Background: an optimization exercise with open tools, aiming at a short achievable clock period and few clock cycles per item. Do not read the settings as production practice. At most, simulation tests tie the RTL to the original design; equivalence was not proved. Power figures rest on the tool's default switching activity, not on a simulated workload.

## branch lagoon
==> flow/design.v <==
package gpio_bus_pkg;
	localparam int ADDR_W        = 32;
	localparam int DATA_W        = 32;
	localparam int BYTE_OFFSET_W = 2;                    
	typedef logic [ADDR_W-1:0] addr_t;                   
	typedef logic [DATA_W-1:0] data_t;                   
	localparam int WORD_COUNT = 8;                       
	typedef logic [$clog2(WORD_COUNT)-1:0] word_index_t;
	typedef logic [WORD_COUNT*DATA_W-1:0]  gpio_vec_t;   
	localparam addr_t GPO_BASE = 32'h0100_0000;          
	localparam addr_t GPI_BASE = 32'h0100_0020;          
	localparam addr_t BANK_BYTES = addr_t'(WORD_COUNT * (DATA_W / 8));
	typedef enum logic [1:0] {
		REGION_GPO,
		REGION_GPI,
		REGION_NONE                                      
	} region_t;
	typedef logic [1:0] wait_count_t;
	localparam wait_count_t WRITE_WAIT = 2'd2;
	localparam wait_count_t READ_WAIT  = 2'd3;
	localparam int WRITE_GROUPS = 4;
endpackage
module gpio_nor2 (input logic a, b, output logic y);
	assign y = !(a || b);
endmodule
module gpio_nor3 (input logic a, b, c, output logic y);
	assign y = !(a || b || c);
endmodule
module gpio_nor4 (input logic a, b, c, d, output logic y);
	assign y = !(a || b || c || d);
endmodule
module gpio_nand2 (input logic a, b, output logic y);
	assign y = !(a && b);
endmodule
module gpio_nand3 (input logic a, b, c, output logic y);
	assign y = !(a && b && c);
endmodule
module gpio_nand4 (input logic a, b, c, d, output logic y);
	assign y = !(a && b && c && d);
endmodule
module gpio_inv (input logic a, output logic y);
	assign y = !a;
endmodule
module gpio_addr_decode (
	input  gpio_bus_pkg::addr_t                 addr,
	input  logic                                valid,
	input  logic                                rnw,
	input  logic                                ready,        
	output logic [gpio_bus_pkg::WORD_COUNT-1:0] write_hit,    
	output logic [gpio_bus_pkg::WORD_COUNT*gpio_bus_pkg::WRITE_GROUPS-1:0] write_en_n,  
	output logic                                accept,       
	output logic [gpio_bus_pkg::WRITE_GROUPS-1:0] read_ok,    
	output logic                                bus_error,    
	output logic [3:0]                          read_index    
);
	logic [26:0] zero_in;
	logic [8:0]  write_zero;                             
	logic [8:0]  read_zero;
	logic [1:0]  write_base_n;                           
	logic [1:0]  read_base_n;
	logic        write_z;                                
	logic        read_z;                                 
	logic        write_n;                                
	logic        read_n;                                 
	logic        write_ok;                               
	logic [2:0]  index_n;                                
	logic [gpio_bus_pkg::WORD_COUNT-1:0] word_n;         
	logic [gpio_bus_pkg::WORD_COUNT-1:0] word_ok;        
	assign zero_in = {addr[31:25], addr[23:6], addr[1:0]};
	for (genvar k = 0; k < 9; k++) begin : g_zero
		gpio_nor3 u_wnor (.a(zero_in[3*k]), .b(zero_in[3*k+1]), .c(zero_in[3*k+2]), .y(write_zero[k]));
		gpio_nor3 u_rnor (.a(zero_in[3*k]), .b(zero_in[3*k+1]), .c(zero_in[3*k+2]), .y(read_zero[k]));
	end
	gpio_nand4 u_wbase0 (.a(write_zero[0]), .b(write_zero[1]), .c(write_zero[2]), .d(write_zero[3]), .y(write_base_n[0]));
	gpio_nand4 u_wbase1 (.a(write_zero[4]), .b(write_zero[5]), .c(write_zero[6]), .d(write_zero[7]), .y(write_base_n[1]));
	gpio_nand4 u_rbase0 (.a(read_zero[0]),  .b(read_zero[1]),  .c(read_zero[2]),  .d(read_zero[3]),  .y(read_base_n[0]));
	gpio_nand4 u_rbase1 (.a(read_zero[4]),  .b(read_zero[5]),  .c(read_zero[6]),  .d(read_zero[7]),  .y(read_base_n[1]));
	gpio_nor3  u_wz    (.a(ready), .b(rnw), .c(addr[5]), .y(write_z));
	gpio_nand4 u_wn    (.a(write_zero[8]), .b(write_z), .c(valid), .d(addr[24]), .y(write_n));
	gpio_nor3  u_write (.a(write_base_n[0]), .b(write_base_n[1]), .c(write_n), .y(write_ok));
	assign read_z = rnw && !ready;
	gpio_nand4 u_rn    (.a(read_zero[8]), .b(read_z), .c(valid), .d(addr[24]), .y(read_n));
	for (genvar k = 0; k < 3; k++) begin : g_index
		gpio_inv u_inv (.a(addr[2+k]), .y(index_n[k]));
	end
	for (genvar i = 0; i < gpio_bus_pkg::WORD_COUNT; i++) begin : g_word
		gpio_nand3 u_sel (
			.a (((i / 1) % 2 == 1) ? addr[2] : index_n[0]),
			.b (((i / 2) % 2 == 1) ? addr[3] : index_n[1]),
			.c (((i / 4) % 2 == 1) ? addr[4] : index_n[2]),
			.y (word_n[i])
		);
		gpio_inv u_ok (.a(word_n[i]), .y(word_ok[i]));
		assign write_hit[i] = write_ok && word_ok[i];
		for (genvar g = 0; g < gpio_bus_pkg::WRITE_GROUPS; g++) begin : g_group
			gpio_nand2 u_en (.a(write_ok), .b(word_ok[i]), .y(write_en_n[i*gpio_bus_pkg::WRITE_GROUPS+g]));
		end
	end
	for (genvar g = 0; g < gpio_bus_pkg::WRITE_GROUPS; g++) begin : g_read
		gpio_nor3 u_read (.a(read_base_n[0]), .b(read_base_n[1]), .c(read_n), .y(read_ok[g]));
	end
	assign accept     = valid && !ready;
	assign bus_error  = (addr[31:6] != gpio_bus_pkg::GPO_BASE[31:6]) || (addr[1:0] != 2'b00) || (!rnw && addr[5]);  
	assign read_index = addr[5:2];
endmodule
module bus_wait_timer (
	input  logic BUS,
	input  logic reset,
	input  logic accept,
	output logic ready
);
	always_ff @(posedge BUS) begin
		if (reset) begin
			ready <= 1'b0;
		end
		else begin
			ready <= accept;                             
		end
	end
endmodule
module gpo_register_bank (
	input  logic                                  BUS,
	input  logic                                  reset,
	input  logic [gpio_bus_pkg::WORD_COUNT-1:0]   write_hit,
	input  logic [gpio_bus_pkg::WORD_COUNT*gpio_bus_pkg::WRITE_GROUPS-1:0] write_en_n,  
	input  gpio_bus_pkg::data_t                   write_data,
	output gpio_bus_pkg::gpio_vec_t               gp_op,
	output logic [gpio_bus_pkg::WORD_COUNT-1:0]   gp_op_valid
);
	localparam int GROUP_W = gpio_bus_pkg::DATA_W / gpio_bus_pkg::WRITE_GROUPS;
	always_ff @(posedge BUS) begin
		if (reset) begin
			gp_op       <= '0;
			gp_op_valid <= '0;
		end
		else begin
			gp_op_valid <= write_hit;                    
			for (int i = 0; i < gpio_bus_pkg::WORD_COUNT; i++) begin
				for (int g = 0; g < gpio_bus_pkg::WRITE_GROUPS; g++) begin
					if (!write_en_n[i*gpio_bus_pkg::WRITE_GROUPS+g]) begin
						gp_op[i*gpio_bus_pkg::DATA_W+g*GROUP_W +: GROUP_W] <= write_data[g*GROUP_W +: GROUP_W];
					end
				end
			end
		end
	end
endmodule
module bus_response_regs (
	input  logic                                BUS,
	input  logic                                reset,
	input  logic                                accept,
	input  logic [gpio_bus_pkg::WRITE_GROUPS-1:0] read_ok,    
	input  logic                                bus_error,
	input  logic [3:0]                          read_index,    
	input  gpio_bus_pkg::gpio_vec_t             gp_op,
	input  gpio_bus_pkg::gpio_vec_t             gp_ip,
	output gpio_bus_pkg::data_t                 read_data,
	output logic                                error
);
	logic [2*gpio_bus_pkg::WORD_COUNT*gpio_bus_pkg::DATA_W-1:0] all_words;
	gpio_bus_pkg::data_t read_sel;
	assign all_words = {gp_ip, gp_op};
	gpio_read_mux u_mux (
		.read_index (read_index),
		.words      (all_words),
		.read_sel   (read_sel)
	);
	localparam int GROUP_W = gpio_bus_pkg::DATA_W / gpio_bus_pkg::WRITE_GROUPS;
	always_ff @(posedge BUS) begin
		if (reset) begin
			read_data <= '0;
			error     <= 1'b0;
		end
		else begin
			if (accept) begin
				error <= bus_error;                      
			end
			for (int g = 0; g < gpio_bus_pkg::WRITE_GROUPS; g++) begin
				if (read_ok[g]) begin
					read_data[g*GROUP_W +: GROUP_W] <= read_sel[g*GROUP_W +: GROUP_W];
				end
			end
		end
	end
endmodule
module gpio_read_mux (
	input  logic [3:0]                                              read_index,
	input  logic [2*gpio_bus_pkg::WORD_COUNT*gpio_bus_pkg::DATA_W-1:0] words,
	output gpio_bus_pkg::data_t                                     read_sel
);
	always_comb begin
		read_sel = '0;
		for (int k = 0; k < 2*gpio_bus_pkg::WORD_COUNT; k++) begin
			read_sel = read_sel
				| ({gpio_bus_pkg::DATA_W{read_index == k[3:0]}} & words[k*gpio_bus_pkg::DATA_W +: gpio_bus_pkg::DATA_W]);
		end
	end
endmodule
module gpio_bus_slave (
	input  logic                                BUS,
	input  logic                                reset,
	input  logic                                valid,
	input  logic                                rnw,
	input  gpio_bus_pkg::addr_t                 addr,
	input  gpio_bus_pkg::data_t                 write_data,
	input  gpio_bus_pkg::gpio_vec_t             gp_ip,
	output logic                                ready,
	output logic                                error,
	output gpio_bus_pkg::data_t                 read_data,
	output gpio_bus_pkg::gpio_vec_t             gp_op,
	output logic [gpio_bus_pkg::WORD_COUNT-1:0] gp_op_valid
);
	logic [gpio_bus_pkg::WORD_COUNT-1:0] write_hit;      
	logic [gpio_bus_pkg::WORD_COUNT*gpio_bus_pkg::WRITE_GROUPS-1:0] write_en_n;
	logic                                accept;         
	logic [gpio_bus_pkg::WRITE_GROUPS-1:0] read_ok;
	logic                                bus_error;
	logic [3:0]                          read_index;
	gpio_addr_decode u_decode (
		.addr       (addr),
		.valid      (valid),
		.rnw        (rnw),
		.ready      (ready),
		.write_hit  (write_hit),
		.write_en_n (write_en_n),
		.accept     (accept),
		.read_ok    (read_ok),
		.bus_error  (bus_error),
		.read_index (read_index)
	);
	bus_wait_timer u_timer (
		.BUS    (BUS),
		.reset  (reset),
		.accept (accept),
		.ready  (ready)
	);
	gpo_register_bank u_gpo (
		.BUS         (BUS),
		.reset       (reset),
		.write_hit   (write_hit),
		.write_en_n  (write_en_n),
		.write_data  (write_data),
		.gp_op       (gp_op),
		.gp_op_valid (gp_op_valid)
	);
	bus_response_regs u_resp (
		.BUS        (BUS),
		.reset      (reset),
		.accept     (accept),
		.read_ok    (read_ok),
		.bus_error  (bus_error),
		.read_index (read_index),
		.gp_op      (gp_op),
		.gp_ip      (gp_ip),
		.read_data  (read_data),
		.error      (error)
	);
endmodule
Settings: LEC_CHECK=0, CAP_MARGIN=20, CORE_MARGIN=2, CORE_UTILIZATION=40, SETUP_SLACK_MARGIN=2.6, SLEW_MARGIN=20, SYNTH_HIERARCHICAL=1, SYNTH_MINIMUM_KEEP_SIZE=0; clock period 4.0 ns.
run.sh (not shown) runs the stock make flow with config.mk's settings and CLKGATE_MAP_FILE= SYNTH_SCRIPT=/design/flow/synth_recipe.tcl, a recipe that flattens the netlist after the stock synthesis.
Testbench counts of branch lagoon, summed over its fixed seeds: cycles 9,600, items 4,800.
Input-level comparison between branch fjord and branch lagoon:
diff --git a/flow/design.v b/flow/design.v
--- a/flow/design.v
+++ b/flow/design.v
@@ -29,6 +29,9 @@
 module gpio_nor4 (input logic a, b, c, d, output logic y);
 	assign y = !(a || b || c || d);
 endmodule
+module gpio_mux2i (input logic s, a0, a1, output logic y);
+	assign y = !(s ? a1 : a0);
+endmodule
 module gpio_nand2 (input logic a, b, output logic y);
 	assign y = !(a && b);
 endmodule
@@ -128,20 +131,32 @@
 	output logic [gpio_bus_pkg::WORD_COUNT-1:0]   gp_op_valid
 );
 	localparam int GROUP_W = gpio_bus_pkg::DATA_W / gpio_bus_pkg::WRITE_GROUPS;
+	localparam int GROUPS  = gpio_bus_pkg::WORD_COUNT * gpio_bus_pkg::WRITE_GROUPS;
+	gpio_bus_pkg::gpio_vec_t data_n;                     
+	gpio_bus_pkg::gpio_vec_t data;                       
+	gpio_bus_pkg::gpio_vec_t data_n_next;
+	logic [GROUPS-1:0]       cleared;                    
+	for (genvar b = 0; b < gpio_bus_pkg::WORD_COUNT*gpio_bus_pkg::DATA_W; b++) begin : g_bit
+		gpio_inv   u_true (.a(data_n[b]), .y(data[b]));
+		gpio_mux2i u_next (
+			.s  (write_en_n[b / GROUP_W]),               
+			.a0 (write_data[b % gpio_bus_pkg::DATA_W]),
+			.a1 (data[b]),
+			.y  (data_n_next[b])
+		);
+		gpio_nor2  u_out  (.a(data_n[b]), .b(cleared[b / GROUP_W]), .y(gp_op[b]));
+	end
+	always_ff @(posedge BUS) begin
+		data_n <= data_n_next;
+	end
 	always_ff @(posedge BUS) begin
 		if (reset) begin
-			gp_op       <= '0;
+			cleared     <= '1;
 			gp_op_valid <= '0;
 		end
 		else begin
+			cleared     <= cleared & write_en_n;         
 			gp_op_valid <= write_hit;                    
-			for (int i = 0; i < gpio_bus_pkg::WORD_COUNT; i++) begin
-				for (int g = 0; g < gpio_bus_pkg::WRITE_GROUPS; g++) begin
-					if (!write_en_n[i*gpio_bus_pkg::WRITE_GROUPS+g]) begin
-						gp_op[i*gpio_bus_pkg::DATA_W+g*GROUP_W +: GROUP_W] <= write_data[g*GROUP_W +: GROUP_W];
-					end
-				end
-			end
 		end
 	end
 endmodule
- In the tables for branch fjord and branch lagoon, pin count of the biggest net entering global routing reads higher with branch lagoon.
- Looking at count of flip-flops and latches, branch fjord sits 11% above branch lagoon.
- Compared with branch lagoon, branch fjord shows total power that has gone up by more than 10%.
- Compared with branch lagoon, branch fjord degrades cell area after layout.
- From branch fjord to branch lagoon, count of final hold-check violations did not move at all.
- Changes observed in branch fjord relative to branch lagoon: fraction of power spent switching nets moved up; routed wire length went up about 30%.
- Fmax was lower in branch fjord than in branch lagoon.
- Compared to branch lagoon, branch fjord has synthesized cell area 8.7% higher.
- The cell with the biggest individual delay on the critical path comes out mux2i_2 in one run and nor3_4 in the other, namely in branch fjord and branch lagoon respectively.
- Register-to-register path setup slack, branch fjord and branch lagoon, lower one = branch fjord.
- Clock-cell share of area, branch fjord and branch lagoon, lower one = branch fjord.
- More vias were needed by branch fjord than by branch lagoon.
For branch fjord, only the layout was checked, not whether the RTL still works.

-- what the ideal ports hide --
The flow's constraints put no driver on any port. The routed layouts listed below were extracted and timed again, unchanged, in two steps. Step 1: set_driving_cell puts a clkbuf_16 on BUS and a buf_2 on each other input, an assumption about the parent block. Step 2, shift: input delay + t, output delay - t, t = (earliest + latest rising clock arrival at the registers) / 2. This alone moves slack from input paths to output paths. a / b / c = no drivers / after step 1 / after step 2; a / b = the first two.
run	t, ns	setup slack, ns	worst setup path after step 2
branch lagoon	0.573	1.895 / 1.900 / 1.327	input to register
branch fjord	0.590	1.618 / 1.634 / 1.044	input to register
After both steps setup and hold are still met in every run listed. The setup slack of branch fjord, which loses most, moves by +0.016 ns with the drivers and by -0.574 ns with both steps.
